Background: an optimization exercise with open tools, aiming at small area and a short achievable clock period. Do not read the settings as production practice. Function was checked by simulation only, so behaviour that the tests miss may differ from the original. Power is estimated from default activity; no workload was simulated.

**flow/design.v**
```verilog
package tru_pkg;
   localparam int NUM_PORTS = 8;
   localparam int PORT_ID_W = 3;
   localparam int FID_W    = 4;
   localparam int FID_NUM  = 16;
   localparam int SUB_NUM  = 4;
   localparam int SUB_ID_W = 2;
   localparam int STABLE_CNT_W = 7;
   localparam logic [STABLE_CNT_W-1:0] STABLE_CNT_MAX = 7'd100;
   localparam int W0_W   = 2 * NUM_PORTS;
   localparam int PAT_W  = 14;
   localparam int PORT_W = 19;
endpackage
`timescale 1ns/1ps
module tru_port_state
(
   input  logic                           clk,
   input  logic                           rst_n_i,
   input  logic [tru_pkg::NUM_PORTS-1:0]  ep_status_i,
   output logic [tru_pkg::NUM_PORTS-1:0]  stable_o    
);
   logic [tru_pkg::STABLE_CNT_W-1:0] cnt_q [tru_pkg::NUM_PORTS];
   logic [tru_pkg::NUM_PORTS-1:0]    sat_w;
   always_comb
   begin
      for (int p = 0; p < tru_pkg::NUM_PORTS; p++)
      begin
         sat_w[p] = cnt_q[p][6] & cnt_q[p][5] & cnt_q[p][2];
      end
   end
   always_ff @(posedge clk)
   begin
      for (int p = 0; p < tru_pkg::NUM_PORTS; p++)
      begin
         if (!rst_n_i || !ep_status_i[p])
         begin
            cnt_q[p] <= '0;
         end
         else if (!sat_w[p])
         begin
            cnt_q[p] <= cnt_q[p] + 1'b1;
         end
      end
   end
   assign stable_o = {tru_pkg::NUM_PORTS{rst_n_i}} & ep_status_i & sat_w;
endmodule
`timescale 1ns/1ps
module tru_tab
(
   input  logic                             clk,
   input  logic                             rst_n_i,
   input  logic                             wr_i,
   input  logic [tru_pkg::FID_W-1:0]        wr_fid_i,
   input  logic [tru_pkg::SUB_ID_W-1:0]     wr_sub_i,
   input  logic [tru_pkg::W0_W-1:0]         wr_w0_i,     
   input  logic [tru_pkg::PAT_W-1:0]        wr_pat_i,    
   input  logic [tru_pkg::PORT_W-1:0]       wr_port_i,
   input  logic [tru_pkg::FID_NUM-1:0]      rd_sel_i,    
   output logic [tru_pkg::W0_W-1:0]         rd_w0_o,
   output logic [3*tru_pkg::PAT_W-1:0]      rd_pat_o,    
   output logic [3*tru_pkg::PORT_W-1:0]     rd_port_o    
);
   localparam int NF    = tru_pkg::FID_NUM;
   localparam int W0_W  = tru_pkg::W0_W;
   localparam int PAT_W = tru_pkg::PAT_W;
   localparam int POR_W = tru_pkg::PORT_W;
   logic [W0_W-1:0]  w0_q   [NF];
   logic [PAT_W-1:0] pat_q  [NF*3];    
   logic [POR_W-1:0] port_q [NF*3];
   logic [W0_W-1:0]  w0_wdata;
   logic [PAT_W-1:0] pat_wdata;
   assign w0_wdata  = wr_w0_i & {W0_W{rst_n_i}};
   assign pat_wdata = wr_pat_i & {PAT_W{rst_n_i}};
   always_ff @(posedge clk)
   begin
      for (int f = 0; f < NF; f++)
      begin
         if (!rst_n_i || (wr_i && wr_fid_i == f && wr_sub_i == 0))
         begin
            w0_q[f] <= w0_wdata;
         end
         for (int s = 1; s < 4; s++)
         begin
            if (!rst_n_i || (wr_i && wr_fid_i == f && wr_sub_i == s))
            begin
               pat_q[f*3+s-1] <= pat_wdata;
            end
         end
      end
   end
   always_ff @(posedge clk)
   begin
      for (int f = 0; f < NF; f++)
      begin
         for (int s = 1; s < 4; s++)
         begin
            if (wr_i && wr_fid_i == f && wr_sub_i == s)
            begin
               port_q[f*3+s-1] <= wr_port_i;
            end
         end
      end
   end
   logic [W0_W-1:0]    w0_acc;
   logic [3*PAT_W-1:0] pat_acc;
   logic [3*POR_W-1:0] port_acc;
   always_comb
   begin
      w0_acc   = '0;
      pat_acc  = '0;
      port_acc = '0;
      for (int f = 0; f < NF; f++)
      begin
         w0_acc = w0_acc | (w0_q[f] & {W0_W{rd_sel_i[f]}});
         for (int s = 0; s < 3; s++)
         begin
            pat_acc[s*PAT_W +: PAT_W]  = pat_acc[s*PAT_W +: PAT_W] |
                                         (pat_q[f*3+s] & {PAT_W{rd_sel_i[f]}});
            port_acc[s*POR_W +: POR_W] = port_acc[s*POR_W +: POR_W] |
                                         (port_q[f*3+s] & {POR_W{rd_sel_i[f]}});
         end
      end
   end
   assign rd_w0_o   = w0_acc;
   assign rd_pat_o  = pat_acc;
   assign rd_port_o = port_acc;
endmodule
`timescale 1ns/1ps
module tru_resolve
(
   input  logic                                clk,
   input  logic                                rst_n_i,
   input  logic                                req_valid_i,   
   input  logic [tru_pkg::PORT_ID_W-1:0]       req_port_i,
   input  logic [tru_pkg::NUM_PORTS-1:0]       pass_all_i,
   input  logic [tru_pkg::W0_W-1:0]            entry_w0_i,    
   input  logic [3*tru_pkg::PAT_W-1:0]         entry_pat_i,
   input  logic [3*tru_pkg::PORT_W-1:0]        entry_port_i,
   input  logic [tru_pkg::NUM_PORTS-1:0]       stable_i,      
   output logic                                resp_valid_o,  
   output logic                                resp_drop_o,
   output logic [tru_pkg::PORT_ID_W-1:0]       resp_port_o,
   output logic [tru_pkg::NUM_PORTS-1:0]       resp_port_mask_o
);
   localparam int NP    = tru_pkg::NUM_PORTS;
   localparam int PAT_W = tru_pkg::PAT_W;
   localparam int POR_W = tru_pkg::PORT_W;
   function automatic logic [8:0] port_dec(input logic [6:0] c);
      case (c)
         7'd0: port_dec = 9'b100100100;
         7'd1: port_dec = 9'b100100101;
         7'd2: port_dec = 9'b100100110;
         7'd3: port_dec = 9'b100100111;
         7'd4: port_dec = 9'b100101100;
         7'd5: port_dec = 9'b100101101;
         7'd6: port_dec = 9'b100101110;
         7'd7: port_dec = 9'b100101111;
         7'd8: port_dec = 9'b100110100;
         7'd9: port_dec = 9'b100110101;
         7'd10: port_dec = 9'b100110110;
         7'd11: port_dec = 9'b100110111;
         7'd12: port_dec = 9'b100111100;
         7'd13: port_dec = 9'b100111101;
         7'd14: port_dec = 9'b100111110;
         7'd15: port_dec = 9'b100111111;
         7'd16: port_dec = 9'b101100100;
         7'd17: port_dec = 9'b101100101;
         7'd18: port_dec = 9'b101100110;
         7'd19: port_dec = 9'b101100111;
         7'd20: port_dec = 9'b101101100;
         7'd21: port_dec = 9'b101101101;
         7'd22: port_dec = 9'b101101110;
         7'd23: port_dec = 9'b101101111;
         7'd24: port_dec = 9'b101110100;
         7'd25: port_dec = 9'b101110101;
         7'd26: port_dec = 9'b101110110;
         7'd27: port_dec = 9'b101110111;
         7'd28: port_dec = 9'b101111100;
         7'd29: port_dec = 9'b101111101;
         7'd30: port_dec = 9'b101111110;
         7'd31: port_dec = 9'b101111111;
         7'd32: port_dec = 9'b110100100;
         7'd33: port_dec = 9'b110100101;
         7'd34: port_dec = 9'b110100110;
         7'd35: port_dec = 9'b110100111;
         7'd36: port_dec = 9'b110101100;
         7'd37: port_dec = 9'b110101101;
         7'd38: port_dec = 9'b110101110;
         7'd39: port_dec = 9'b110101111;
         7'd40: port_dec = 9'b110110100;
         7'd41: port_dec = 9'b110110101;
         7'd42: port_dec = 9'b110110110;
         7'd43: port_dec = 9'b110110111;
         7'd44: port_dec = 9'b110111100;
         7'd45: port_dec = 9'b110111101;
         7'd46: port_dec = 9'b110111110;
         7'd47: port_dec = 9'b110111111;
         7'd48: port_dec = 9'b111100100;
         7'd49: port_dec = 9'b111100101;
         7'd50: port_dec = 9'b111100110;
         7'd51: port_dec = 9'b111100111;
         7'd52: port_dec = 9'b111101100;
         7'd53: port_dec = 9'b111101101;
         7'd54: port_dec = 9'b111101110;
         7'd55: port_dec = 9'b111101111;
         7'd56: port_dec = 9'b111110100;
         7'd57: port_dec = 9'b111110101;
         7'd58: port_dec = 9'b111110110;
         7'd59: port_dec = 9'b111110111;
         7'd60: port_dec = 9'b111111100;
         7'd61: port_dec = 9'b111111101;
         7'd62: port_dec = 9'b111111110;
         7'd63: port_dec = 9'b111111111;
         7'd64: port_dec = 9'b100100000;
         7'd65: port_dec = 9'b100101000;
         7'd66: port_dec = 9'b100110000;
         7'd67: port_dec = 9'b100111000;
         7'd68: port_dec = 9'b101100000;
         7'd69: port_dec = 9'b101101000;
         7'd70: port_dec = 9'b101110000;
         7'd71: port_dec = 9'b101111000;
         7'd72: port_dec = 9'b110100000;
         7'd73: port_dec = 9'b110101000;
         7'd74: port_dec = 9'b110110000;
         7'd75: port_dec = 9'b110111000;
         7'd76: port_dec = 9'b111100000;
         7'd77: port_dec = 9'b111101000;
         7'd78: port_dec = 9'b111110000;
         7'd79: port_dec = 9'b111111000;
         7'd80: port_dec = 9'b100000100;
         7'd81: port_dec = 9'b100000101;
         7'd82: port_dec = 9'b100000110;
         7'd83: port_dec = 9'b100000111;
         7'd84: port_dec = 9'b101000100;
         7'd85: port_dec = 9'b101000101;
         7'd86: port_dec = 9'b101000110;
         7'd87: port_dec = 9'b101000111;
         7'd88: port_dec = 9'b110000100;
         7'd89: port_dec = 9'b110000101;
         7'd90: port_dec = 9'b110000110;
         7'd91: port_dec = 9'b110000111;
         7'd92: port_dec = 9'b111000100;
         7'd93: port_dec = 9'b111000101;
         7'd94: port_dec = 9'b111000110;
         7'd95: port_dec = 9'b111000111;
         7'd96: port_dec = 9'b000100100;
         7'd97: port_dec = 9'b000100101;
         7'd98: port_dec = 9'b000100110;
         7'd99: port_dec = 9'b000100111;
         7'd100: port_dec = 9'b000101100;
         7'd101: port_dec = 9'b000101101;
         7'd102: port_dec = 9'b000101110;
         7'd103: port_dec = 9'b000101111;
         7'd104: port_dec = 9'b000110100;
         7'd105: port_dec = 9'b000110101;
         7'd106: port_dec = 9'b000110110;
         7'd107: port_dec = 9'b000110111;
         7'd108: port_dec = 9'b000111100;
         7'd109: port_dec = 9'b000111101;
         7'd110: port_dec = 9'b000111110;
         7'd111: port_dec = 9'b000111111;
         7'd112: port_dec = 9'b000000100;
         7'd113: port_dec = 9'b000000101;
         7'd114: port_dec = 9'b000000110;
         7'd115: port_dec = 9'b000000111;
         7'd116: port_dec = 9'b000100000;
         7'd117: port_dec = 9'b000101000;
         7'd118: port_dec = 9'b000110000;
         7'd119: port_dec = 9'b000111000;
         7'd120: port_dec = 9'b100000000;
         7'd121: port_dec = 9'b101000000;
         7'd122: port_dec = 9'b110000000;
         7'd123: port_dec = 9'b111000000;
         7'd124: port_dec = 9'b000000000;
         default: port_dec = 9'b000000000;
      endcase
   endfunction
   logic [NP-1:0]   down_w;
   logic [3:1]      match_w;
   logic [3*11-1:0] terms_w;
   logic                          s1_valid_q;
   logic [3*11-1:0]               s1_terms_q;      
   logic [3*POR_W-1:0]            s1_code_q;       
   logic [NP-1:0]                 s1_egress_q;     
   logic                          s1_ingr_q;       
   logic                          s1_en_req_q;     
   logic [NP-1:0]                 s1_fwd_q;        
   logic [tru_pkg::PORT_ID_W-1:0] s1_port_q;
   logic [NP-1:0]   egress_w;
   logic [3*NP-1:0] sel_w;    
   logic [3*NP-1:0] egr_w;
   logic [3*NP-1:0] ingr_w;
   logic            ingr_r;
   logic            drop_w;
   logic [NP-1:0]   mask_w;
   logic                          resp_valid_q;
   logic                          resp_drop_q;
   logic [tru_pkg::PORT_ID_W-1:0] resp_port_q;
   logic [NP-1:0]                 resp_port_mask_q;
   function automatic logic [4:0] grp_terms(input logic [4:0] c, input logic [2:0] d);
      grp_terms[0] = c[4] & c[3] & (c[2] ~^ d[2]) & (c[1] ~^ d[1]) & (c[0] ~^ d[0]);
      grp_terms[1] = c[4] & ~c[3] & (c[0] ~^ d[2]) & (c[2] ? (c[1] ~^ d[0]) : (c[1] ~^ d[1]));
      grp_terms[2] = ~c[4] & c[3] & ~c[2] & (c[1] ~^ d[0]) & (c[0] ~^ d[1]);
      grp_terms[3] = ~c[4] & c[3] & c[2] & (c[1] ? (c[0] ~^ d[1]) : (c[0] ~^ d[0]));
      grp_terms[4] = ~c[4] & ~c[3] & c[2] & (c[1] ? ~c[0] : (c[0] ~^ d[2]));
   endfunction
   assign down_w = ~stable_i;
   for (genvar s = 1; s < 4; s++)
   begin : g_pat
      logic [PAT_W-1:0] pw;
      assign pw = entry_pat_i[(s-1)*PAT_W +: PAT_W];
      assign terms_w[(s-1)*11 +: 11] = {(down_w[7] ? pw[13] : pw[12]) & (down_w[6] ? pw[11] : pw[10]),
                                        grp_terms(pw[9:5], down_w[5:3]),
                                        grp_terms(pw[4:0], down_w[2:0])};
      assign match_w[s] = (|s1_terms_q[(s-1)*11 +: 5]) & (|s1_terms_q[(s-1)*11+5 +: 5]) &
                          s1_terms_q[(s-1)*11+10];
   end
   always_ff @(posedge clk)
   begin
      if (!rst_n_i)
      begin
         s1_valid_q <= 1'b0;
      end
      else
      begin
         s1_valid_q <= req_valid_i;
      end
   end
   always_ff @(posedge clk)
   begin
      s1_terms_q   <= terms_w;
      s1_code_q    <= entry_port_i;
      s1_egress_q  <= entry_w0_i[NP +: NP];
      s1_ingr_q    <= entry_w0_i[req_port_i];
      s1_en_req_q  <= pass_all_i[req_port_i] & stable_i[req_port_i];
      s1_fwd_q     <= pass_all_i & stable_i & ~(NP'(1) << req_port_i);
      s1_port_q    <= req_port_i;
   end
   for (genvar s = 1; s < 4; s++)
   begin : g_sub
      logic [POR_W-1:0] cw;
      logic [8:0]       ta, tb;
      logic [4:0]       pc;
      assign cw = s1_code_q[(s-1)*POR_W +: POR_W];
      assign ta = port_dec(cw[6:0]);
      assign tb = port_dec(cw[13:7]);
      for (genvar p = 0; p < 3; p++)
      begin : g_port
         assign {sel_w[(s-1)*NP+p], egr_w[(s-1)*NP+p], ingr_w[(s-1)*NP+p]} = ta[3*p +: 3];
         assign {sel_w[(s-1)*NP+p+3], egr_w[(s-1)*NP+p+3], ingr_w[(s-1)*NP+p+3]} = tb[3*p +: 3];
      end
      assign pc = cw[18:14];
      assign sel_w[(s-1)*NP+6]  = ~(pc[4] & pc[3]);
      assign sel_w[(s-1)*NP+7]  = ~pc[4] | (pc[3] & ~pc[2]);
      assign egr_w[(s-1)*NP+6]  = pc[1];
      assign ingr_w[(s-1)*NP+6] = pc[0];
      assign egr_w[(s-1)*NP+7]  = pc[4] ? pc[1] : pc[3];
      assign ingr_w[(s-1)*NP+7] = pc[4] ? pc[0] : pc[2];
   end
   always_comb
   begin
      egress_w = s1_egress_q;
      ingr_r   = s1_ingr_q;
      for (int s = 1; s < 4; s++)
      begin
         if (match_w[s])
         begin
            egress_w = (egress_w & ~sel_w[(s-1)*NP +: NP]) |
                       (egr_w[(s-1)*NP +: NP] & sel_w[(s-1)*NP +: NP]);
            if (sel_w[(s-1)*NP + s1_port_q])
            begin
               ingr_r = ingr_w[(s-1)*NP + s1_port_q];
            end
         end
      end
   end
   assign drop_w = !(ingr_r && s1_en_req_q);
   assign mask_w = drop_w ? '0 : (egress_w & s1_fwd_q);
   always_ff @(posedge clk)
   begin
      if (!rst_n_i)
      begin
         resp_valid_q     <= 1'b0;
         resp_drop_q      <= 1'b0;
         resp_port_q      <= '0;
         resp_port_mask_q <= '0;
      end
      else
      begin
         resp_valid_q     <= s1_valid_q;
         resp_drop_q      <= drop_w;
         resp_port_q      <= s1_port_q;
         resp_port_mask_q <= mask_w;
      end
   end
   assign resp_valid_o     = resp_valid_q;
   assign resp_drop_o      = resp_drop_q;
   assign resp_port_o      = resp_port_q;
   assign resp_port_mask_o = resp_port_mask_q;
endmodule
`timescale 1ns/1ps
module tru_top
(
   input  logic        clk,
   input  logic        rst_n_i,
   input  logic        tab_wr_en_i,
   input  logic [3:0]  tab_wr_fid_i,
   input  logic [1:0]  tab_wr_sub_i,
   input  logic        tab_wr_valid_i,
   input  logic [7:0]  tab_wr_pattern_mask_i,
   input  logic [7:0]  tab_wr_pattern_match_i,
   input  logic [7:0]  tab_wr_ports_mask_i,
   input  logic [7:0]  tab_wr_ports_egress_i,
   input  logic [7:0]  tab_wr_ports_ingress_i,
   input  logic        req_valid_i,
   input  logic [3:0]  req_fid_i,
   input  logic [2:0]  req_port_i,
   input  logic [7:0]  ep_status_i,
   input  logic [7:0]  pass_all_i,
   output logic        resp_valid_o,
   output logic        resp_drop_o,
   output logic [2:0]  resp_port_o,
   output logic [7:0]  resp_port_mask_o
);
   localparam int NP    = tru_pkg::NUM_PORTS;
   localparam int W0_W  = tru_pkg::W0_W;
   localparam int PAT_W = tru_pkg::PAT_W;
   localparam int POR_W = tru_pkg::PORT_W;
   function automatic logic [4:0] pat_enc(input logic [2:0] m, input logic [2:0] v);
      case (m)
         3'b111:  pat_enc = {2'b11, v[2], v[1], v[0]};
         3'b110:  pat_enc = {3'b100, v[1], v[2]};
         3'b101:  pat_enc = {3'b101, v[0], v[2]};
         3'b011:  pat_enc = {3'b010, v[0], v[1]};
         3'b001:  pat_enc = {4'b0110, v[0]};
         3'b010:  pat_enc = {4'b0111, v[1]};
         3'b100:  pat_enc = {4'b0010, v[2]};
         default: pat_enc = 5'b00110;
      endcase
   endfunction
   function automatic logic [6:0] port_enc(input logic [2:0] s, input logic [2:0] e,
                                           input logic [2:0] i);
      case (s)
         3'b111:  port_enc = {1'b0, e[2], i[2], e[1], i[1], e[0], i[0]};
         3'b110:  port_enc = {3'b100, e[2], i[2], e[1], i[1]};
         3'b101:  port_enc = {3'b101, e[2], i[2], e[0], i[0]};
         3'b011:  port_enc = {3'b110, e[1], i[1], e[0], i[0]};
         3'b001:  port_enc = {5'b11100, e[0], i[0]};
         3'b010:  port_enc = {5'b11101, e[1], i[1]};
         3'b100:  port_enc = {5'b11110, e[2], i[2]};
         default: port_enc = 7'b1111100;
      endcase
   endfunction
   logic [NP-1:0]                port_stable;
   logic [tru_pkg::FID_NUM-1:0]  rd_sel;
   logic [W0_W-1:0]              rd_w0;
   logic [3*PAT_W-1:0]           rd_pat;
   logic [3*POR_W-1:0]           rd_port;
   for (genvar f = 0; f < tru_pkg::FID_NUM; f++)
   begin : g_sel
      assign rd_sel[f] = (req_fid_i == f);
   end
   logic             never_w;
   logic [NP-1:0]    wm, wv, ws, we, wi;
   logic [W0_W-1:0]  wr_w0;
   logic [PAT_W-1:0] wr_pat;
   logic [POR_W-1:0] wr_port;
   logic [1:0]       ps, pe, pi;
   assign wm = tab_wr_pattern_mask_i;
   assign wv = tab_wr_pattern_match_i;
   assign ws = tab_wr_ports_mask_i;
   assign we = tab_wr_ports_egress_i;
   assign wi = tab_wr_ports_ingress_i;
   assign never_w = !tab_wr_valid_i || ((wv & ~wm) != '0);
   assign wr_w0  = {W0_W{tab_wr_valid_i}} & {we, wi};
   assign wr_pat = never_w ? '0 :
                   {~wm[7] | wv[7], ~wm[7] | ~wv[7], ~wm[6] | wv[6], ~wm[6] | ~wv[6],
                    pat_enc(wm[5:3], wv[5:3]), pat_enc(wm[2:0], wv[2:0])};
   assign ps = ws[7:6];
   assign pe = we[7:6];
   assign pi = wi[7:6];
   assign wr_port[18:14] = (ps == 2'b11) ? {1'b0, pe[1], pi[1], pe[0], pi[0]} :
                           (ps == 2'b01) ? {3'b100, pe[0], pi[0]} :
                           (ps == 2'b10) ? {3'b110, pe[1], pi[1]} :
                                           5'b11100;
   assign wr_port[13:7]  = port_enc(ws[5:3], we[5:3], wi[5:3]);
   assign wr_port[6:0]   = port_enc(ws[2:0], we[2:0], wi[2:0]);
   tru_port_state u_port_state
   (
      .clk         (clk),
      .rst_n_i     (rst_n_i),
      .ep_status_i (ep_status_i),
      .stable_o    (port_stable)
   );
   tru_tab u_tab
   (
      .clk         (clk),
      .rst_n_i     (rst_n_i),
      .wr_i        (tab_wr_en_i),
      .wr_fid_i    (tab_wr_fid_i),
      .wr_sub_i    (tab_wr_sub_i),
      .wr_w0_i     (wr_w0),
      .wr_pat_i    (wr_pat),
      .wr_port_i   (wr_port),
      .rd_sel_i    (rd_sel),
      .rd_w0_o     (rd_w0),
      .rd_pat_o    (rd_pat),
      .rd_port_o   (rd_port)
   );
   tru_resolve u_resolve
   (
      .clk              (clk),
      .rst_n_i          (rst_n_i),
      .req_valid_i      (req_valid_i),
      .req_port_i       (req_port_i),
      .pass_all_i       (pass_all_i),
      .entry_w0_i       (rd_w0),
      .entry_pat_i      (rd_pat),
      .entry_port_i     (rd_port),
      .stable_i         (port_stable),
      .resp_valid_o     (resp_valid_o),
      .resp_drop_o      (resp_drop_o),
      .resp_port_o      (resp_port_o),
      .resp_port_mask_o (resp_port_mask_o)
   );
endmodule
```
**flow/run.sh**
```bash
#!/bin/bash
# synth_recipe.tcl (not shown) runs the flow's synth.tcl, then flattens the netlist and writes it again
# the make line also repeats each setting of config.mk as NAME=value (left out here)
make -C /OpenROAD-flow-scripts/flow DESIGN_CONFIG=/design/flow/config.mk WORK_HOME=/design/flow/orfs CLKGATE_MAP_FILE= SYNTH_SCRIPT=/design/flow/synth_recipe.tcl finish
```
**flow/config.mk**
```make
export PLATFORM = sky130hd
export DESIGN_NAME = tru_top
export DESIGN_NICKNAME = tru_top
export VERILOG_FILES = /design/flow/design.v
export SDC_FILE = /design/flow/constraint.sdc
export NUM_CORES = 4
export LEC_CHECK = 0
export CAP_MARGIN = 20
export CORE_MARGIN = 2
export CORE_UTILIZATION = 60
export CTS_CLUSTER_DIAMETER = 100
export CTS_CLUSTER_SIZE = 30
export SETUP_SLACK_MARGIN = 2.6
export SLEW_MARGIN = 20
export SYNTH_HIERARCHICAL = 1
```
**flow/constraint.sdc**
```tcl
create_clock -name core_clock -period 5.0 [get_ports {clk}]
set_input_delay 1.0000 -clock core_clock [delete_from_list [all_inputs] [get_ports {clk}]]
set_output_delay 1.0000 -clock core_clock [all_outputs]
set_load 0.01 [all_outputs]
```
==> results of run 1 <==
==> per-module statistics from Yosys, one instance, submodules excluded <==
module,cells,flops+latches
tru_tab,3273,1840
tru_resolve,672,137
tru_port_state,269,56
tru_top,162,0
==> area by class of cell <==
class	count	area, um2	share of cell area
clock inverter	1	8.76	0.0000958
multi-input combinational	2055	19200	0.210
timing repair buffer	676	8580	0.0939
tap	1650	2060	0.0226
sequential	2033	59100	0.647
clock buffer	130	2210	0.0242
antenna	7	17.5	0.000192
inverter	36	154	0.00168
==> power breakdown <==
part | switching, mW | internal (mW) | total [mW]
Combinational | 1.74 | 1.08 | 2.82
Clock | 4.96 | 3.08 | 8.04
Sequential | 0.291 | 19.2 | 19.5
Total | 6.99 | 23.4 | 30.4
==> cell usage in the layout, fill, tap and decap left out, types with 22 or more instances in the layout <==
master	instances
buf_6	67
buf_12	133
buf_16	41
a221oi_1	223
a221oi_2	199
clkdlybuf4s50_1	50
inv_1	29
and2_4	49
a22o_1	459
xor2_1	22
o21ai_4	29
a31oi_1	26
o21ai_2	32
nand3_1	62
buf_4	316
nor2_4	70
nand4_1	126
nor2_1	52
clkbuf_1	49
dfxtp_1	191
edfxtp_1	1840
xnor2_1	34
mux2i_1	25
clkbuf_16	99
nand2_1	88
o21ai_0	33
o21ai_1	45
and2_1	51
dlygate4sd2_1	23
a221oi_4	38
a21oi_1	31
==> metrics by stage <==
step	cell area [um2]	util	power [mW]
floorplan	78300	-	21.0
global placement	80900	0.645	21.8
detailed placement	80900	0.645	21.9
CTS	88800	0.708	30.1
global route	91400	0.729	31.1
finish	91400	0.729	30.4
==> sequential cells by signal (all words and copies together), names as in the netlist, 8 cells and up <==
| register | count |
|---|---|
| u_resolve.s1_fwd_q | 8 |
| u_resolve.s1_egress_q | 8 |
| u_resolve.g_sub.ta | 27 |
| u_tab.w0_q | 256 |
| u_tab.port_q | 912 |
| u_resolve.s1_terms_q | 33 |
| u_port_state.cnt_q | 56 |
| u_resolve.s1_code_q | 15 |
| u_resolve.resp_port_mask_q | 8 |
| u_tab.pat_q | 672 |
| u_resolve.g_sub.tb | 27 |
==> worst min-delay path: stages, from the launching register on <==
cell and delay (ns):
dfxtp_1 0.32, nand4_1 0.06, nor3_1 0.04
==> cells by family (layout without fill, tap and decap cells) <==
group,after synthesis,in the layout,share of synthesized area
and+or+nand+nor,672,710,0.0474
adders and majority gates,11,11,0.00182
buffers and inverters,328,843,0.0221
muxes,42,42,0.00713
other,0,7,0
xor gates and xnor gates,68,68,0.00788
DFF,2033,2033,0.782
AOI/OAI and AO/OA,1222,1224,0.132
==> final timing paths <==
kind                                   from                                        to  slack [ns]  cells after the start
min           u_resolve.s1_fwd_q[7]$_DFF_P_  u_resolve.resp_port_mask_q[7]$_SDFF_PN0_        0.45                      2
min reg2reg   u_resolve.s1_fwd_q[7]$_DFF_P_  u_resolve.resp_port_mask_q[7]$_SDFF_PN0_        0.45                      2
max reg2reg  u_resolve.s1_port_q[2]$_DFF_P_  u_resolve.resp_port_mask_q[4]$_SDFF_PN0_        2.52                      7
max                            req_fid_i[1]          u_resolve.g_sub[1].tb[4]$_DFF_P_        2.37                     12
==> what timing repair did <==
action	CTS	global route
resized for setup	335	290
setup endpoints to repair	2814	1011
gates cloned	49	44
endpoints found under the hold margin	0	0
pin swaps	175	133
setup buffers	291	68
==> routing by layer <==
metal,global-route usage,share of wire,up-vias
li1,-,-,19255
met1,0.503,0.37,24562
met2,0.548,0.46,3028
met3,0.0574,0.11,483
met4,0.137,0.050,4
met5,0,0.000082,-
==> impl_results.md, run 1 <==
* Synthesized area per cell at about 17 um2
* Leak at 30.3 nW
* Drt pass-1 iters at 5
* Final min period at 2.63 ns
* DP HPWL at between 100,000 and 150,000 um
* Maximum root-to-sink buffer count at 3
* Critical path buffers and inverters at 4
* Initial antenna violation count at 11
* Seq/Total Area, Yosys at 0.782
* Max_cap viols at 0
* Max-slew violations at 0
* CP top delay family: compound AO/OA/AOI/OAI gates
* Worst EP arrival at 3.23 ns
* Share of cells above drive strength 1 at 0.262
* Area growth syn-to-layout at 20.9%
* Worst rel slew slack at 0.395
* Die ar. at 0.129 mm2
* Max Freq at about 0.38 GHz
* Gate Count Post-Synth at about 4,400
* Synth async-reset ratio at 0
* Final period util at 0.527
* #FFs+latches synth at roughly 2,000
* Post-placement cell count at approximately 6,000
* Per-cell routed wire length at 37.2 um
* Hold Crit Class: flop to flop
* H-tree depth at 3
* Setup CP Type: input port to flop
* Hold buffer count at cts at 0
* Final hold viol count at 0
* Vias in the first global route at roughly 44,000
* Root buf cell: clkbuf_16
* Yosys top cell area share at 0.731
* Final setup viols at 0
* Clk_skew at between 0.02 and 0.03 ns
* Synth cell types at 71
* Post-route ant nets at 0
* Avg Vias per Cell at a little over 7
* Core area at about 0.13 mm2
* RSZ-0062 raised after global routing: yes
* Leading post-synthesis cells by cell area: edfxtp_1 (73%), a22o_1 (5.4%), a221oi_1 (5.3%), dfxtp_1 (5.1%), nand4_1 (1.0%)
* Worst vdd ir at ~0.33 mV
* Die H at 359 um
* CTS tree: yes
* GRT overflow at 0
* Crit-path slowest cell: a221o_1
* Main synth FF type: edfxtp_1
* Yosys warnings at 14
* Nets at roughly 5,000
* Pwr/cell area at roughly 330 mW/mm2
* I/O Buffers at 86
* Yosys top cell by area: edfxtp_1
* Worst path max stage delay at between 0.3 and 0.4 ns
* Synth top cells by count: edfxtp_1 (1,840), a22o_1 (466), a221oi_1 (459), clkbuf_1 (195), dfxtp_1 (193)
* First-pass GRT wire length at ~320,000 um
* Initial drt markers at between 7,000 and 8,000
* Count leader, synth: edfxtp_1
* CTS clock-pin slew for the worst setup and hold paths at about 0.11 ns
* Via Count at about 47,000
* Clock Sinks at 2,033
* Status: finished clean
* Post-synth EDFFs at 1,840
* CP required at around 5.6 ns
* Post-route setup TNS at 0 ns
* TritonCTS Buffers at 77
* Largest net degree at the start of global routing at 77
* Crit path cell chain: buf_12 -> buf_12 -> nand2_8 -> nor2_4 -> buf_6 -> buf_12 -> a22o_1 -> a221oi_2 -> nand4_1 -> nand4_1 -> o21ai_1 -> a221o_1
* Die Wd at roughly 360 um
* Synthesized area at approximately 0.076 mm2
* Site Rows at 130
* Io pins at 87
* Worst-path fanout max at 14
* Worst slack, placed at 0.672 ns
* Clock latency (worst-skew pair) at 0.72 ns
* Placer Congestion at 0.847
* Crit end category: flop
* Worst Setup Start Kind: input port
* Worst-margin pin slew at just over 0.9 ns
* Gr usage total at 0.351
* Drt drc at 0
* Most frequent CP cell: buf_12
* Non-filler cells, final at 6,588
* WL final at about 250,000 um
* Setup ws final at 2.37 ns
* Worst hold slack at ~0.45 ns
* Initial Utilization at 0.603
* Syn Nets at ~4,500
* Filler cells at ~7,500
==> run 2, diff against run 1 <==
--- a/flow/config.mk
+++ b/flow/config.mk
@@ -9,7 +9,7 @@
 export CORE_MARGIN = 2
 export CORE_UTILIZATION = 60
-export CTS_CLUSTER_DIAMETER = 100
-export CTS_CLUSTER_SIZE = 30
-export SETUP_SLACK_MARGIN = 2.6
+export CTS_CLUSTER_DIAMETER = 90
+export CTS_CLUSTER_SIZE = 25
+export SETUP_SLACK_MARGIN = 2.3
 export SLEW_MARGIN = 20
 export SYNTH_HIERARCHICAL = 1
==> run 2 against run 1 <==
Net effect: clock power up 8.0%; critical path type unchanged; critical path depth down 6; cell count down 2.6%; total power about the same; via count down 5.4%; worst setup slack worse by 0.20 ns; die area unchanged.
==> impl_results.md, run 2 <==
* Status: finished clean
* Seq/Total Area, Yosys at 0.782 (unchanged)
* FF-to-FF path depth at 6 (-1)
* Largest net degree at the start of global routing at 97 (+26%)
* Max Freq at 0.353 GHz (-6.9%)
* CTS tree: yes
* RSZ-0062 raised after global routing: yes
* Placed Area at 0.0803 mm2 (-0.82%)
* Drt pass-1 iters at 6 (+1)
* Post-route setup TNS at 0 ns (unchanged)
* Core area at 0.125 mm2 (unchanged)
* DP HPWL at 126,000 um (+1.8%)
* Site Rows at 130 (unchanged)
* Hold buffer count at cts at 0 (unchanged)
* Filler cells at 8,503 (+13%)
* Number of flip-flops under the largest register name at 912 (unchanged)
* Area growth syn-to-layout at 12.5%
* Nets at 4,771 (-3.9%)
* Worst path max stage delay at 0.70 ns (+0.34 ns)
* Max_cap viols at 0 (unchanged)
* Gate Count Post-Synth at 4,376 (unchanged)
* Sw Share at 0.223 (-0.00738)
* Max-slew violations at 0 (unchanged)
* Leak at 27.8 nW (-8.0%)
* Synth cell types at 71 (unchanged)
* Io pins at 87 (unchanged)
* Synthesized area at 0.0756 mm2 (unchanged)
* Synthesized area per cell at 17.3 um2 (unchanged)
* Pint at 23.6 mW (+1.0%)
* Comb pwr share at 0.074 (-0.019)
* Initial Utilization at 0.603 (unchanged)
* Syn Nets at 4,461 (unchanged)
* Main synth FF type: edfxtp_1
* Largest registers: u_tab.port_q x912, u_tab.pat_q x672, u_tab.w0_q x256
* TritonCTS Buffers at 91 (+18%)
* Clk_skew at 0.0234 ns (-0.00551 ns)
* #FFs+latches synth at 2,033 (unchanged)
* Avg Vias per Cell at 6.98 (-2.8%)
* CP required at 5.40 ns (-0.19 ns)
* Crit end category: flop
* Highest-count cells in the layout ignoring fill and taps: edfxtp_1 (1,840), a22o_1 (466), a221oi_1 (363)
* Sequential power share at 0.641 (about the same)
* Die H at 359 um (unchanged)
* Leading cell type in the layout, fill and taps excluded: edfxtp_1
* Worst hold slack at 0.443 ns (-0.00754 ns)
* Synth async-reset ratio at 0 (unchanged)
* Final period util at 0.566 (+0.0393)
* CP top delay family: buffers and inverters
* I/O Buffers at 86 (unchanged)
* Per-cell routed wire length at 33.2 um (-11%)
* Yosys top cell area share at 0.731 (unchanged)
* CTS clock-pin slew for the worst setup and hold paths at 0.09 ns (-0.02 ns)
* Final min period at 2.83 ns (+0.196 ns)
* Top reg by flops: u_tab.port_q
* Share of cells above drive strength 1 at 0.172 (-0.0906)
* Worst setup path end: u_tab.port_q[39][13]$_DFFE_PP_
* Min-delay src: u_resolve.s1_valid_q$_SDFF_PN0_
* Non-filler cells, final at 6,414 (-2.6%)
* Initial drt markers at 5,964 (-25%)
* Worst-path fanout max at 17 (+3)
* Final setup viols at 0 (unchanged)
* Worst vdd ir at 0.285 mV (-15%)
* Hold Crit Class: flop to flop
* Gr usage total at 0.321 (-0.0306)
* Clk pwr share at 0.285 (+0.020)
* Placer Congestion at 0.852 (+0.63%)
* R2r setup slk at 2.37 ns (-0.15 ns)
* Clock Sinks at 2,033 (unchanged)
* Post-placement cell count at 6,081 (+1.4%)
* Pwr/cell area at 357 mW/mm2 (+7.5%)
* Clock latency (worst-skew pair) at 0.74 ns (+0.02 ns)
* WL final at 213,000 um (-13%)
* First-pass GRT wire length at 299,000 um (-7.3%)
* Worst-margin pin slew at 1.17 ns (+0.265 ns)
* Post-route ant nets at 0 (unchanged)
* Vias in the first global route at 41,753 (-4.6%)
* Drt drc at 0 (unchanged)
* Die Wd at 359 um (unchanged)
* Critical path depth at 6 (-6)
* Crit-path slowest cell: clkdlybuf4s50_1
* Worst R2R Start: u_resolve.s1_terms_q[5]$_DFF_P_
* Final hold viol count at 0 (unchanged)
* R2R Path End: u_resolve.resp_port_mask_q[2]$_SDFF_PN0_
* NetSw at 6.77 mW (-3.1%)
* Cell area after layout at 0.0851 mm2 (-6.9%)
* Tot Pwr at 30.4 mW (about the same)
* Via Count at 44,773 (-5.4%)
* Yosys warnings at 14 (unchanged)
* Worst rel slew slack at 0.220 (-0.175)
* Die ar. at 0.129 mm2 (unchanged)
* Count leader, synth: edfxtp_1
* H-tree depth at 3 (unchanged)
* Worst Setup Start Kind: input port
* Leading post-synthesis cells by cell area: edfxtp_1 (73%), a22o_1 (5.4%), a221oi_1 (5.3%), dfxtp_1 (5.1%), nand4_1 (1.0%)
* Yosys top cell by area: edfxtp_1
* Initial antenna violation count at 7 (-4)
* Setup CP Type: input port to flop
* Worst EP arrival at 3.24 ns (about the same)
* GRT overflow at 0 (unchanged)
* Crit path cell chain: clkdlybuf4s50_1 -> and3_1 -> nand2_1 -> buf_4 -> nor2_2 -> buf_6
* Synth top cells by count: edfxtp_1 (1,840), a22o_1 (466), a221oi_1 (459), clkbuf_1 (195), dfxtp_1 (193)
* Maximum root-to-sink buffer count at 3 (unchanged)
* Critical path buffers and inverters at 3 (-1)
* Post-synth EDFFs at 1,840 (unchanged)
* Root buf cell: clkbuf_16
* CP startpoint: tab_wr_fid_i[3]
run 2: cell count changes in the layout (fill, tap and decap cells not counted), moves of 30 or more:
cell      previous run  this run
a221oi_1           223       363
a221oi_2           199        95
a221oi_4            38         2
and2_4              49        17
buf_12             133        45
buf_16              41         2
buf_4              316       346
buf_6               67        13
nor2_2              14        56
nor2_4              70        14
run 2: modules after synthesis (local to each module, per instance):
module | flops+latches | cell area [um2] | cells inside | times used
tru_tab | 1840 | 66100 | 3273 | 1
tru_resolve | 137 | 6210 | 672 | 1
tru_port_state | 56 | 2380 | 269 | 1
tru_top | 0 | 907 | 162 | 1
run 2: layer usage:
metal / vias to the layer above / wire length (um) / GRT usage
li1: 18796 / - / -
met1: 23429 / 87800 / 0.477
met2: 2326 / 99500 / 0.505
met3: 220 / 20900 / 0.0497
met4: 2 / 4810 / 0.0769
met5: - / 13 / 0
run 2: repair_timing:
action,in CTS,in global routing
gates cloned,9,11
endpoints found under the setup margin,1950,1686
buffers inserted,86,56
resized for setup,107,93
pin swaps,45,34
run 2: worst reg2reg max path: stages (launching register included):
cell      delay, ns
dfxtp_1        0.31
or4_1          0.66
o21ai_4        0.38
nor2_2         0.21
a21boi_0       0.44
o21ai_2        0.23
a211oi_1       0.31
run 2: worst min-delay path by stage:
stage / endpoint / cells past startpoint
floorplan: u_resolve.resp_valid_q$_SDFF_PN0_ / 1
global placement: u_resolve.resp_valid_q$_SDFF_PN0_ / 1
detailed placement: u_resolve.resp_valid_q$_SDFF_PN0_ / 1
CTS: u_resolve.resp_valid_q$_SDFF_PN0_ / 1
global route: u_resolve.resp_valid_q$_SDFF_PN0_ / 1
finish: u_resolve.resp_valid_q$_SDFF_PN0_ / 1
run 2: final cells by class:
| cell class | instances | area (um2) | area share |
|---|---|---|---|
| well taps | 1650 | 2060 | 0.0243 |
| flip-flops and latches | 2033 | 59100 | 0.695 |
| inverters | 36 | 138 | 0.00162 |
| multi-input cells | 2030 | 16400 | 0.193 |
| clock inverters | 2 | 28.8 | 0.000338 |
| repair buffers | 494 | 4660 | 0.0547 |
| diodes | 2 | 5.00 | 0.0000588 |
| clock buffers | 167 | 2650 | 0.0311 |
run 2: logic make-up (layout without fill, tap and decap cells):
logic type,after synthesis,in the layout,share of synthesized area
flops,2033,2033,0.782
compound gates,1222,1224,0.132
simple gates,672,685,0.0474
buf+inv,328,699,0.0221
xor+xnor,68,68,0.00788
mux,42,42,0.00713
fa+ha+maj,11,11,0.00182
other cells,0,2,0
run 2: per-stage QoR:
stage,setup slack [ns],utilization
floorplan,1.75,-
global placement,0.636,0.640
detailed placement,0.552,0.640
CTS,2.00,0.671
global route,2.16,0.678
finish,2.17,0.678
run 2: power groups by stage:
stage               Sequential (mW)  Clock [mW]  Combinational (mW)
finish                         19.5        8.68                2.24
global route                   19.5        9.33                2.37
CTS                            19.5        8.77                2.09
detailed placement             19.9           0                1.95
global placement               19.8           0                1.92
floorplan                      19.8           0                1.16
==> run 3, diff against run 2 <==
--- a/flow/config.mk
+++ b/flow/config.mk
@@ -8,5 +8,5 @@
 export CAP_MARGIN = 20
 export CORE_MARGIN = 2
-export CORE_UTILIZATION = 60
+export CORE_UTILIZATION = 70
 export CTS_CLUSTER_DIAMETER = 90
 export CTS_CLUSTER_SIZE = 25
==> run 3 against run 2 <==
Net effect: critical path type unchanged; still clean on timing, DRC and antenna; critical path depth stayed put; worst setup slack got worse by 0.013 ns; register-to-register slack worse by 0.07 ns; die area decreased by 14%; fmax decreased by 0.44%; final area up 0.30%; synthesized area unchanged.
==> impl_results.md, run 3 <==
* Max_cap viols at 0 (unchanged)
* Hold Crit Class: flop to flop
* Share of cells above drive strength 1 at 0.177 (+0.00504)
* I/O Buffers at 86 (unchanged)
* Vias in the first global route at 42,757 (+2.4%)
* Cell area after layout at 0.0853 mm2 (+0.30%)
* Worst rel slew slack at 0.201 (-0.0185)
* Initial antenna violation count at 2 (-5)
* Avg Vias per Cell at 7.39 (+5.8%)
* Worst hold slack at 0.451 ns (+0.00843 ns)
* FF-to-FF path depth at 7 (+1)
* Initial Utilization at 0.706 (+0.103)
* Final min period at 2.84 ns (+0.0125 ns)
* Leading post-synthesis cells by cell area: edfxtp_1 (73%), a22o_1 (5.4%), a221oi_1 (5.3%), dfxtp_1 (5.1%), nand4_1 (1.0%)
* Critical path depth at 6 (unchanged)
* Gate Count Post-Synth at 4,376 (unchanged)
* Yosys top cell area share at 0.731 (unchanged)
* Min-Delay Path Depth at 1 (unchanged)
* Worst EP arrival at 3.21 ns (-0.03 ns)
* Hold buffer count at cts at 0 (unchanged)
* Per-cell routed wire length at 33.8 um (+1.8%)
* Clk_skew at 0.0238 ns (+0.000410 ns)
* Core area at 0.107 mm2 (-15%)
* Comb pwr share at 0.074 (about the same)
* RSZ-0062 raised after global routing: yes
* Crit-path slowest cell: clkdlybuf4s50_1
* Max-slew violations at 0 (unchanged)
* Final period util at 0.569 (+0.00251)
* Post-synth EDFFs at 1,840 (unchanged)
* H-tree depth at 3 (unchanged)
* Number of flip-flops under the largest register name at 912 (unchanged)
* #FFs+latches synth at 2,033 (unchanged)
* Count leader, synth: edfxtp_1
* Clock latency (worst-skew pair) at 0.71 ns (-0.03 ns)
* Synthesized area per cell at 17.3 um2 (unchanged)
* Die H at 333 um (-7.3%)
* Largest net degree at the start of global routing at 95 (-2.1%)
* Placer Congestion at 0.882 (+3.5%)
* Sequential power share at 0.641 (about the same)
* Area of the multi-input gates at 0.0166 mm2 (+1.3%)
* Worst vdd ir at 0.374 mV (+31%)
* CP top delay family: buffers and inverters
* Site Rows at 120 (-7.7%)
* Area growth syn-to-layout at 12.8%
* Synth cell types at 71 (unchanged)
* GRT overflow at 0 (unchanged)
* Post-route ant nets at 0 (unchanged)
* WL final at 209,000 um (-1.8%)
* Worst path max stage delay at 0.68 ns (-0.02 ns)
* Status: finished clean
* Seq/Total Area, Yosys at 0.782 (unchanged)
* Pint at 23.7 mW (+0.27%)
* TritonCTS Buffers at 91 (unchanged)
* Root buf cell: clkbuf_16
* Final hold viol count at 0 (unchanged)
* Nets at 4,788 (+0.36%)
* Syn Nets at 4,461 (unchanged)
* NetSw at 6.73 mW (-0.54%)
* Main synth FF type: edfxtp_1
* Yosys warnings at 14 (unchanged)
* DP HPWL at 124,000 um (-1.4%)
* Via Count at 45,706 (+2.1%)
* Maximum root-to-sink buffer count at 3 (unchanged)
* Clk pwr share at 0.285 (about the same)
* Setup CP Type: input port to flop
* CP required at 5.37 ns (-0.03 ns)
* Worst Setup Start Kind: input port
* Drt pass-1 iters at 6 (unchanged)
* Synthesized area at 0.0756 mm2 (unchanged)
* Pwr/cell area at 357 mW/mm2 (-0.22%)
* Largest registers: u_tab.port_q x912, u_tab.pat_q x672, u_tab.w0_q x256
* Drt drc at 0 (unchanged)
* Yosys top cell by area: edfxtp_1
* Post-route setup TNS at 0 ns (unchanged)
* Final setup viols at 0 (unchanged)
* First-pass GRT wire length at 293,000 um (-1.9%)
* Top reg by flops: u_tab.port_q
* CTS clock-pin slew for the worst setup and hold paths at 0.09 ns (about the same)
* Synth async-reset ratio at 0 (unchanged)
* Io pins at 87 (unchanged)
* Crit path cell chain: clkdlybuf4s50_1 -> nor2_1 -> nand2_1 -> buf_4 -> nor2_2 -> buf_4
* Gr usage total at 0.368 (+0.0475)
* Worst-margin pin slew at 1.19 ns (+0.0240 ns)
* Max Freq at 0.352 GHz (-0.44%)
* Seq. cell area at 0.0591 mm2 (unchanged)
* Most frequent CP cell: buf_4
* Highest-count cells in the layout ignoring fill and taps: edfxtp_1 (1,840), a22o_1 (466), a221oi_1 (358)
* Die Wd at 333 um (-7.3%)
* Synth top cells by count: edfxtp_1 (1,840), a22o_1 (466), a221oi_1 (459), clkbuf_1 (195), dfxtp_1 (193)
* Sw Share at 0.221 (-0.00140)
* Worst-path fanout max at 19 (+2)
* Filler cells at 5,707 (-33%)
* Leak at 28.1 nW (+0.86%)
* Initial drt markers at 7,342 (+23%)
* Critical path buffers and inverters at 3 (unchanged)
* Die ar. at 0.111 mm2 (-14%)
* Crit end category: flop
* Placed Area at 0.0801 mm2 (-0.18%)
* Clock Sinks at 2,033 (unchanged)
* Tot Pwr at 30.4 mW (about the same)
* Leading cell type in the layout, fill and taps excluded: edfxtp_1
* CTS tree: yes
==> run 3: cell counts after synthesis <==
Identical to the previous run, type by type.
==> run 3: logic make-up (layout without fill, tap and decap cells) <==
| family | Yosys count | count (layout) | share of synthesized area |
|---|---|---|---|
| other | 0 | 6 | 0 |
| AO/OA/AOI/OAI | 1222 | 1224 | 0.132 |
| buffers and inverters | 328 | 702 | 0.0221 |
| multiplexers | 42 | 42 | 0.00713 |
| adder cells (fa/ha/maj) | 11 | 11 | 0.00182 |
| XOR/XNOR | 68 | 68 | 0.00788 |
| flip-flops | 2033 | 2033 | 0.782 |
| AND/OR/NAND/NOR | 672 | 699 | 0.0474 |
==> run 3: modules after synthesis, one instance, submodules excluded <==
module | times used | cells | area (um2)
tru_tab | 1 | 3273 | 66100
tru_resolve | 1 | 672 | 6210
tru_port_state | 1 | 269 | 2380
tru_top | 1 | 162 | 907
==> run 3: power groups by stage <==
stage,Clock [mW],Sequential [mW],Combinational (mW)
3_3_place_gp,0,19.8,1.87
2_1_floorplan,0,19.8,1.16
5_1_grt,9.22,19.5,2.36
4_1_cts,8.67,19.5,2.09
3_5_place_dp,0,19.9,1.92
6_report,8.68,19.5,2.25
==> run 3: timing repair <==
action | 4_1_cts | 5_1_grt
resized for setup | 124 | 119
setup buffers | 101 | 31
cloned | 19 | 19
pin swaps | 52 | 28
endpoints found under the setup margin | 1432 | 1301
==> run 3: final timing paths <==
path                                     from                                  endpoint  slack (ns)
max                           tab_wr_fid_i[0]              u_tab.port_q[2][9]$_DFFE_PP_        2.16
min           u_resolve.s1_valid_q$_SDFF_PN0_         u_resolve.resp_valid_q$_SDFF_PN0_        0.45
max reg2reg  u_resolve.s1_terms_q[11]$_DFF_P_  u_resolve.resp_port_mask_q[6]$_SDFF_PN0_        2.30
min reg2reg   u_resolve.s1_valid_q$_SDFF_PN0_         u_resolve.resp_valid_q$_SDFF_PN0_        0.45
==> run 3: metrics by stage <==
| step | instances | utilization | worst slack, ns |
|---|---|---|---|
| floorplan | 4376 | - | 1.75 |
| global placement | 5841 | 0.748 | 0.523 |
| detailed placement | 5843 | 0.748 | 0.607 |
| CTS | 6132 | 0.787 | 2.15 |
| global route | 6182 | 0.797 | 2.18 |
| finish | 6188 | 0.797 | 2.16 |
==> run 3: cell type report <==
| type | instances | share of cell area |
|---|---|---|
| Sequential cell | 2033 | 0.693 |
| Multi-Input combinational cell | 2044 | 0.195 |
| Timing Repair Buffer | 497 | 0.0581 |
| Clock buffer | 168 | 0.0316 |
| Tap cell | 1403 | 0.0206 |
| Inverter | 36 | 0.00161 |
| Clock inverter | 1 | 0.000191 |
| Antenna cell | 6 | 0.000176 |
==> run 3: routing by layer <==
metal,GRT usage,vias up,wire length (um)
li1,-,18845,-
met1,0.538,23116,76700
met2,0.567,3292,97500
met3,0.0681,451,27000
met4,0.131,2,7800
met5,0,-,9
==> run 4, diff against run 3 <==
--- a/flow/config.mk
+++ b/flow/config.mk
@@ -8,8 +8,8 @@
 export CAP_MARGIN = 20
 export CORE_MARGIN = 2
-export CORE_UTILIZATION = 70
+export CORE_UTILIZATION = 60
 export CTS_CLUSTER_DIAMETER = 90
 export CTS_CLUSTER_SIZE = 25
-export SETUP_SLACK_MARGIN = 2.3
+export SETUP_SLACK_MARGIN = 2.45
 export SLEW_MARGIN = 20
 export SYNTH_HIERARCHICAL = 1
==> run 4 against run 3 <==
Net effect: still clean on timing, DRC and antenna; sequential share of layout area shrank 3.3 points; routed wire length grew 9.7%; final area grew 5.0%; non-clock buffer count grew 135; register-to-register slack gained 0.19 ns; total power grew 1.5%; fmax grew 0.89%; worst hold slack gained 0.0024 ns; highest routed layer unchanged; synthesized cell count is the same.
==> impl_results.md, run 4 <==
* Status: finished clean
* Per-cell routed wire length at 34.9 um (+3.3%)
* Synth top cells by count: edfxtp_1 (1,840), a22o_1 (466), a221oi_1 (459), clkbuf_1 (195), dfxtp_1 (193)
* First-pass GRT wire length at 310,000 um (+5.9%)
* Final min period at 2.82 ns (-0.0252 ns)
* Max Freq at 0.355 GHz (+0.89%)
* Top reg by flops: u_tab.port_q
* Worst EP arrival at 3.20 ns (about the same)
* Worst Setup Start Kind: input port
* Max_cap viols at 0 (unchanged)
* Synth async-reset ratio at 0 (unchanged)
* CP required at 5.38 ns (about the same)
* Adder-cell share of the synthesized area at 0.00182 (unchanged)
* Largest net degree at the start of global routing at 119 (+25%)
* Maximum root-to-sink buffer count at 3 (unchanged)
* Worst hold slack at 0.454 ns (+0.00243 ns)
* TritonCTS Buffers at 91 (unchanged)
* Max-slew violations at 0 (unchanged)
* Synth Area in Simple Gates at 0.0474 (unchanged)
* Die H at 359 um (+7.9%)
* Clk_skew at 0.0227 ns (-0.00114 ns)
* Count leader, synth: edfxtp_1
* Setup CP Type: input port to flop
* Yosys top cell by area: edfxtp_1
* Yosys top cell area share at 0.731 (unchanged)
* Worst path max stage delay at 0.73 ns (+0.05 ns)
* RSZ-0062 raised after global routing: yes
* I/O Buffers at 86 (unchanged)
* Seq. cell area at 0.0591 mm2 (about the same)
* Main synth FF type: edfxtp_1
* FF-to-FF path depth at 7 (unchanged)
* Gr usage total at 0.337 (-0.0311)
* Die Wd at 359 um (+7.9%)
* Synth Area in Compound Gates at 0.132 (unchanged)
* Final setup viols at 0 (unchanged)
* Hold Crit Class: flop to flop
* CP top delay family: buffers and inverters
* Gate Count Post-Synth at 4,376 (unchanged)
* Seq/Total Area, Yosys at 0.782 (unchanged)
* Leak at 29.8 nW (+6.1%)
* Leading post-synthesis cells by cell area: edfxtp_1 (73%), a22o_1 (5.4%), a221oi_1 (5.3%), dfxtp_1 (5.1%), nand4_1 (1.0%)
* Post-placement cell count at 6,054 (+3.6%)
* Tot Pwr at 30.9 mW (+1.5%)
* Initial antenna violation count at 9 (+7)
* Filler cells at 7,912 (+39%)
* Crit end category: flop
* Drt drc at 0 (unchanged)
* Clock Sinks at 2,033 (unchanged)
* H-tree depth at 3 (unchanged)
* Site Rows at 130 (+8.3%)
* Area growth syn-to-layout at 18.5%
* Non-filler cells, final at 6,573 (+6.2%)
* Clock latency (worst-skew pair) at 0.73 ns (+0.02 ns)
* WL final at 229,000 um (+9.7%)
* Area of the multi-input gates at 0.0184 mm2 (+11%)
* Crit-path slowest cell: clkdlybuf4s50_1
* Syn Nets at 4,461 (unchanged)
* Vias in the first global route at 42,466 (-0.68%)
* Largest registers: u_tab.port_q x912, u_tab.pat_q x672, u_tab.w0_q x256
* CTS clock-pin slew for the worst setup and hold paths at 0.10 ns (about the same)
* Worst vdd ir at 0.305 mV (-19%)
* R2r setup slk at 2.49 ns (+0.19 ns)
* Post-route ant nets at 0 (unchanged)
* Highest-count cells in the layout ignoring fill and taps: edfxtp_1 (1,840), a22o_1 (458), buf_4 (345)
* Via Count at 45,890 (+0.40%)
* Min-delay src: u_resolve.s1_valid_q$_SDFF_PN0_
* Avg Vias per Cell at 6.98 (-5.5%)
* Worst rel slew slack at 0.313 (+0.111)
* Synthesized area at 0.0756 mm2 (unchanged)
* Pwr/cell area at 345 mW/mm2 (-3.3%)
* Nets at 4,931 (+3.0%)
* Post-synth EDFFs at 1,840 (unchanged)
* Crit path cell chain: clkdlybuf4s50_1 -> nor2b_1 -> nand2_2 -> nor2_2 -> buf_4
* Initial drt markers at 6,767 (-7.8%)
* Share of cells above drive strength 1 at 0.242 (+0.0651)
* Post-route setup TNS at 0 ns (unchanged)
* DP HPWL at 124,000 um (about the same)
* Worst hold endpoint: u_resolve.resp_valid_q$_SDFF_PN0_
* Drt pass-1 iters at 6 (unchanged)
* Worst-path fanout max at 19 (unchanged)
* Final hold viol count at 0 (unchanged)
* GRT overflow at 0 (unchanged)
* Critical path buffers and inverters at 2 (-1)
* Die ar. at 0.129 mm2 (+16%)
* CTS tree: yes
* Core area at 0.125 mm2 (+17%)
* Worst-margin pin slew at 1.03 ns (-0.163 ns)
* Xor and xnor fraction of the mapped netlist area at 0.00788 (unchanged)
* Main combinational cell family by area after synthesis: compound AO/OA/AOI/OAI gates
* Post-synthesis mux area share at 0.00713 (unchanged)
* Initial Utilization at 0.603 (-0.103)
* Number of flip-flops under the largest register name at 912 (unchanged)
* Min-Delay Path Depth at 1 (unchanged)
* Final period util at 0.564 (-0.00504)
* Leading cell type in the layout, fill and taps excluded: edfxtp_1
* Worst R2R Start: u_resolve.s1_terms_q[27]$_DFF_P_
* R2R Path End: u_resolve.resp_port_mask_q[3]$_SDFF_PN0_
* Placer Congestion at 0.842 (-4.5%)
* Root buf cell: clkbuf_16
* Synth cell types at 71 (unchanged)
* Yosys warnings at 14 (unchanged)
* Synthesized area per cell at 17.3 um2 (unchanged)
* #FFs+latches synth at 2,033 (unchanged)
* Io pins at 87 (unchanged)
[run 4: what timing repair did]
action | CTS | global route
buffers inserted | 187 | 90
hold buffers | 0 | 0
pin swaps | 94 | 121
endpoints found under the setup margin | 2013 | 2108
cloned | 37 | 35
resized for setup | 244 | 260
[run 4: how the worst max path moves through the flow]
stage,end,startpoint,depth (start not counted)
floorplan,u_tab.pat_q[10][0]$_DFFE_PP_,tab_wr_fid_i[3],3
global placement,u_resolve.s1_ingr_q$_DFF_P_,req_fid_i[3],11
detailed placement,u_resolve.s1_terms_q[14]$_DFF_P_,req_fid_i[0],10
CTS,u_tab.w0_q[9][0]$_DFFE_PP_,tab_wr_fid_i[0],5
global route,u_tab.port_q[7][5]$_DFFE_PP_,tab_wr_fid_i[1],5
finish,u_tab.port_q[7][4]$_DFFE_PP_,tab_wr_fid_i[1],5
[run 4: per-layer routing]
layer	part of all wire	track usage
met5	0.00012	0
met4	0.033	0.0898
met3	0.11	0.0573
met2	0.48	0.546
met1	0.39	0.480
[run 4: metrics by stage]
stage / setup slack [ns] / utilization / instance area [um2]
floorplan: 1.96 / - / 77700
global placement: 0.767 / 0.644 / 80800
detailed placement: 0.707 / 0.644 / 80800
CTS: 2.27 / 0.693 / 86900
global route: 2.16 / 0.715 / 89600
finish: 2.18 / 0.715 / 89600
[run 4: Yosys stat by module, one instance, submodules excluded]
module | flops+latches | cells | area [um2]
tru_port_state | 56 | 269 | 2380
tru_resolve | 137 | 672 | 6210
tru_top | 0 | 162 | 907
tru_tab | 1840 | 3273 | 66100
[run 4: cells by family after synthesis]
logic type | after synthesis
AO/OA/AOI/OAI | 1222
XOR/XNOR | 68
adder cells (fa/ha/maj) | 11
buffers and inverters | 328
flip-flops | 2033
multiplexers | 42
AND/OR/NAND/NOR | 672
[run 4: layout make-up]
cell class	count	area share
flip-flops and latches	2033	0.660
multi-input cells	2052	0.206
repair buffers	632	0.0797
clock buffers	161	0.0298
well taps	1650	0.0230
inverters	36	0.00165
clock inverters	1	0.000223
diodes	8	0.000223
[run 4: power by group]
| group | leakage, nW | switching, mW | internal, mW |
|---|---|---|---|
| clock | 1.28 | 5.10 | 3.67 |
| combinational | 9.54 | 1.65 | 0.997 |
| sequential | 19.0 | 0.253 | 19.2 |
==> run 5, diff against run 4 <==
--- a/flow/config.mk
+++ b/flow/config.mk
@@ -11,5 +11,6 @@
 export CTS_CLUSTER_DIAMETER = 90
 export CTS_CLUSTER_SIZE = 25
-export SETUP_SLACK_MARGIN = 2.45
+export SETUP_SLACK_MARGIN = 2.6
 export SLEW_MARGIN = 20
 export SYNTH_HIERARCHICAL = 1
+export TNS_END_PERCENT = 5
==> run 5 against run 4 <==
Net effect: combinational power about the same; flip-flop and latch count unchanged; die area unchanged; total power decreased by 0.15%; synthesized area unchanged; register-to-register slack got worse by 0.02 ns; worst hold slack got worse by 0.0015 ns; final area decreased by 0.81%; synthesized cell count unchanged; count of clock-buffer cells in the layout increased by 6; largest power group unchanged.
==> impl_results.md, run 5 <==
* Initial Utilization at 0.603 (unchanged)
* Initial antenna violation count at 16 (+7)
* Die ar. at 0.129 mm2 (unchanged)
* Post-synth EDFFs at 1,840 (unchanged)
* Yosys warnings at 14 (unchanged)
* Worst EP arrival at 3.11 ns (-0.09 ns)
* Drt pass-1 iters at 5 (-1)
* GRT overflow at 0 (unchanged)
* Pwr/cell area at 347 mW/mm2 (+0.67%)
* Syn Nets at 4,461 (unchanged)
* Crit-path slowest cell: dlygate4sd2_1
* Filler cells at 7,991 (+1.0%)
* Synth top cells by count: edfxtp_1 (1,840), a22o_1 (466), a221oi_1 (459), clkbuf_1 (195), dfxtp_1 (193)
* CTS clock-pin slew for the worst setup and hold paths at 0.10 ns (about the same)
* Final min period at 2.70 ns (-0.116 ns)
* Area growth syn-to-layout at 17.6%
* Nets at 4,932 (+0.020%)
* Yosys top cell area share at 0.731 (unchanged)
* Final Core Density at 0.709 (-0.00578)
* Cell area after layout at 0.0889 mm2 (-0.81%)
* Highest-count cells in the layout ignoring fill and taps: edfxtp_1 (1,840), a22o_1 (463), buf_4 (370)
* Root buf cell: clkbuf_16
* Worst-margin pin slew at 1.17 ns (+0.142 ns)
* Placed Area at 0.0801 mm2 (-0.93%)
* Final period util at 0.540 (-0.0233)
* Yosys top cell by area: edfxtp_1
* Gr usage total at 0.353 (+0.0159)
* Largest registers: u_tab.port_q x912, u_tab.pat_q x672, u_tab.w0_q x256
* Synth async-reset ratio at 0 (unchanged)
* Drt drc at 0 (unchanged)
* Synthesized area per cell at 17.3 um2 (unchanged)
* Avg Vias per Cell at 7.07 (+1.2%)
* Synth cell types at 71 (unchanged)
* Crit path cell chain: dlygate4sd2_1 -> nor2b_1 -> nand2_2 -> o21ai_1 -> buf_4
* H-tree depth at 3 (unchanged)
* Site Rows at 130 (unchanged)
* Clk_skew at 0.0209 ns (-0.00180 ns)
* Met2 wire length at 110,000 um (+0.28%)
* Clock Sinks at 2,033 (unchanged)
* Per-cell routed wire length at 36.0 um (+3.1%)
* Post-route ant nets at 0 (unchanged)
* Max Freq at 0.370 GHz (+4.3%)
* Leading post-synthesis cells by cell area: edfxtp_1 (73%), a22o_1 (5.4%), a221oi_1 (5.3%), dfxtp_1 (5.1%), nand4_1 (1.0%)
* Final hold viol count at 0 (unchanged)
* Worst Setup Start Kind: input port
* Uppermost layer routed: met5
* Worst vdd ir at 0.264 mV (-14%)
* Max-slew violations at 0 (unchanged)
* First-pass GRT wire length at 323,000 um (+3.9%)
* Synthesized area at 0.0756 mm2 (unchanged)
* Hold Crit Class: flop to flop
* Clock latency (worst-skew pair) at 0.74 ns (about the same)
* TritonCTS Buffers at 91 (unchanged)
* DP HPWL at 126,000 um (+1.7%)
* Top reg by flops: u_tab.port_q
* Largest net degree at the start of global routing at 104 (-13%)
* R2r setup slk at 2.47 ns (-0.02 ns)
* Initial drt markers at 7,006 (+3.5%)
* I/O Buffers at 86 (unchanged)
* Max_cap viols at 0 (unchanged)
* M1 WL at 89,700 um (+1.4%)
* Die Wd at 359 um (unchanged)
* CP top delay family: buffers and inverters
* Seq/Total Area, Yosys at 0.782 (unchanged)
* Main synth FF type: edfxtp_1
* Status: finished clean
* Post-route setup TNS at 0 ns (unchanged)
* Setup CP Type: input port to flop
* Core area at 0.125 mm2 (unchanged)
* Critical path buffers and inverters at 2 (unchanged)
* Placer Congestion at 0.838 (-0.52%)
* Leading cell type in the layout, fill and taps excluded: edfxtp_1
* Worst path max stage delay at 0.60 ns (-0.13 ns)
* Gate Count Post-Synth at 4,376 (unchanged)
* Share of cells above drive strength 1 at 0.221 (-0.0205)
* Maximum root-to-sink buffer count at 3 (unchanged)
* CP required at 5.41 ns (+0.03 ns)
* Leak at 29.5 nW (-0.91%)
* Number of flip-flops under the largest register name at 912 (unchanged)
* Crit end category: flop
* Worst-path fanout max at 12 (-7)
* WL final at 237,000 um (+3.2%)
* Via Count at 46,502 (+1.3%)
* #FFs+latches synth at 2,033 (unchanged)
* Metal3 WL at 26,200 um (+8.7%)
* RSZ-0062 raised after global routing: yes
* Final setup viols at 0 (unchanged)
* Die H at 359 um (unchanged)
* Io pins at 87 (unchanged)
* CTS tree: yes
* Hold buffer count at cts at 0 (unchanged)
* Vias in the first global route at 43,515 (+2.5%)
* Count leader, synth: edfxtp_1
* Worst rel slew slack at 0.216 (-0.0972)
[run 5: cell types whose count changed in the layout (fill, tap and decap cells not counted), moves of 13 or more]
cell	change
clkdlybuf4s50_1	+13
a221oi_4	-18
buf_4	+25
a221oi_2	-40
and2_4	-37
a221oi_1	+58
[run 5: kinds of logic (layout without fill, tap and decap cells)]
logic type | Yosys count | in the layout | share of synthesized area
adder cells (fa/ha/maj) | 11 | 11 | 0.00182
buffers and inverters | 328 | 873 | 0.0221
AO/OA/AOI/OAI | 1222 | 1224 | 0.132
XOR/XNOR | 68 | 68 | 0.00788
multiplexers | 42 | 42 | 0.00713
other | 0 | 6 | 0
AND/OR/NAND/NOR | 672 | 673 | 0.0474
flip-flops | 2033 | 2033 | 0.782
[run 5: report_power, final]
part / total, mW / leakage [nW] / switching, mW / internal (mW)
Combinational: 2.62 / 9.28 / 1.65 / 0.970
Clock: 8.75 / 1.27 / 5.10 / 3.64
Sequential: 19.5 / 19.0 / 0.261 / 19.2
Total: 30.8 / 29.5 / 7.01 / 23.8
[run 5: final cells by class]
cell class / instances / area (um2) / share of cell area
diodes: 6 / 15.0 / 0.000169
flip-flops and latches: 2033 / 59100 / 0.665
clock buffers: 167 / 2660 / 0.0299
multi-input cells: 2018 / 17200 / 0.193
repair buffers: 667 / 7720 / 0.0868
clock inverters: 3 / 27.5 / 0.000310
well taps: 1650 / 2060 / 0.0232
inverters: 36 / 138 / 0.00155
[run 5: worst min-delay path: cells and delay by family, from the launching register on]
family | cells | cell delay [ns]
DFF | 1 | 0.31
and+or+nand+nor | 2 | 0.11
[run 5: path summary, 6_finish.rpt]
| kind | end | startpoint | cells after the start |
|---|---|---|---|
| worst min register to register | u_resolve.resp_port_mask_q[6]$_SDFF_PN0_ | u_resolve.s1_fwd_q[6]$_DFF_P_ | 2 |
| worst max-delay path | u_tab.pat_q[43][9]$_DFFE_PP_ | tab_wr_fid_i[1] | 5 |
| worst max register to register | u_resolve.resp_port_mask_q[1]$_SDFF_PN0_ | u_resolve.s1_port_q[2]$_DFF_P_ | 6 |
| worst min-delay path | u_resolve.resp_port_mask_q[6]$_SDFF_PN0_ | u_resolve.s1_fwd_q[6]$_DFF_P_ | 2 |
[run 5: metrics by stage]
step	hold WS (ns)	power (mW)	instances	worst slack, ns
global route	0.460	31.6	6574	2.30
floorplan	0.412	20.9	4376	2.05
finish	0.452	30.8	6580	2.30
global placement	0.418	21.8	6087	0.632
CTS	0.449	30.7	6486	2.30
detailed placement	0.433	21.8	6087	0.499
[run 5: per-layer routing]
| layer | vias to the layer above | track usage |
|---|---|---|
| met4 | 12 | 0.151 |
| met3 | 483 | 0.0777 |
| met5 | - | 0.00851 |
| li1 | 19158 | - |
| met2 | 2871 | 0.549 |
| met1 | 23978 | 0.486 |
[run 5: Yosys stat by module, one instance, submodules excluded]
module	times used	cell area, um2	cells inside	flops+latches
tru_tab	1	66100	3273	1840
tru_resolve	1	6210	672	137
tru_port_state	1	2380	269	56
tru_top	1	907	162	0
[run 5: what timing repair did]
action	in CTS	in global routing
gates cloned	35	16
setup endpoints to repair	2793	2757
resized for setup	389	159
pin swaps	105	79
setup buffers	194	72

-- separate check: timing with driven ports --
In the flow no input, the clock included, has a driving cell. The finished layouts below were timed again as built, in two steps. Step 1 (the two cells are an assumption about what drives the block):
set clk [get_ports {clk}]
set_driving_cell -lib_cell sky130_fd_sc_hd__clkbuf_16 $clk
set_driving_cell -lib_cell sky130_fd_sc_hd__buf_2 [delete_from_list [all_inputs] $clk]
Step 2 times the ports against the registers' clock, not the clock port: input delays grow and output delays shrink by t, the midpoint of the rising clock arrivals with the driver on. Slacks: ideal / step 1 / step 2; pairs: ideal / step 1.
run	shift t [ns]	slack for setup (ns)	worst data-port slew with drivers (ns)
run 1	0.795	2.365 / 2.385 / 1.589	0.10
run 2	0.807	2.169 / 2.222 / 1.414	0.11
run 3	0.786	2.156 / 2.193 / 1.407	0.07
run 4	0.807	2.181 / 2.235 / 1.428	0.08
run 5	0.805	2.298 / 2.315 / 1.509	0.08
After both steps setup and hold are still met in every run listed. The setup slack of run 5, which loses most, moves by +0.017 ns with the drivers and by -0.789 ns with both steps.
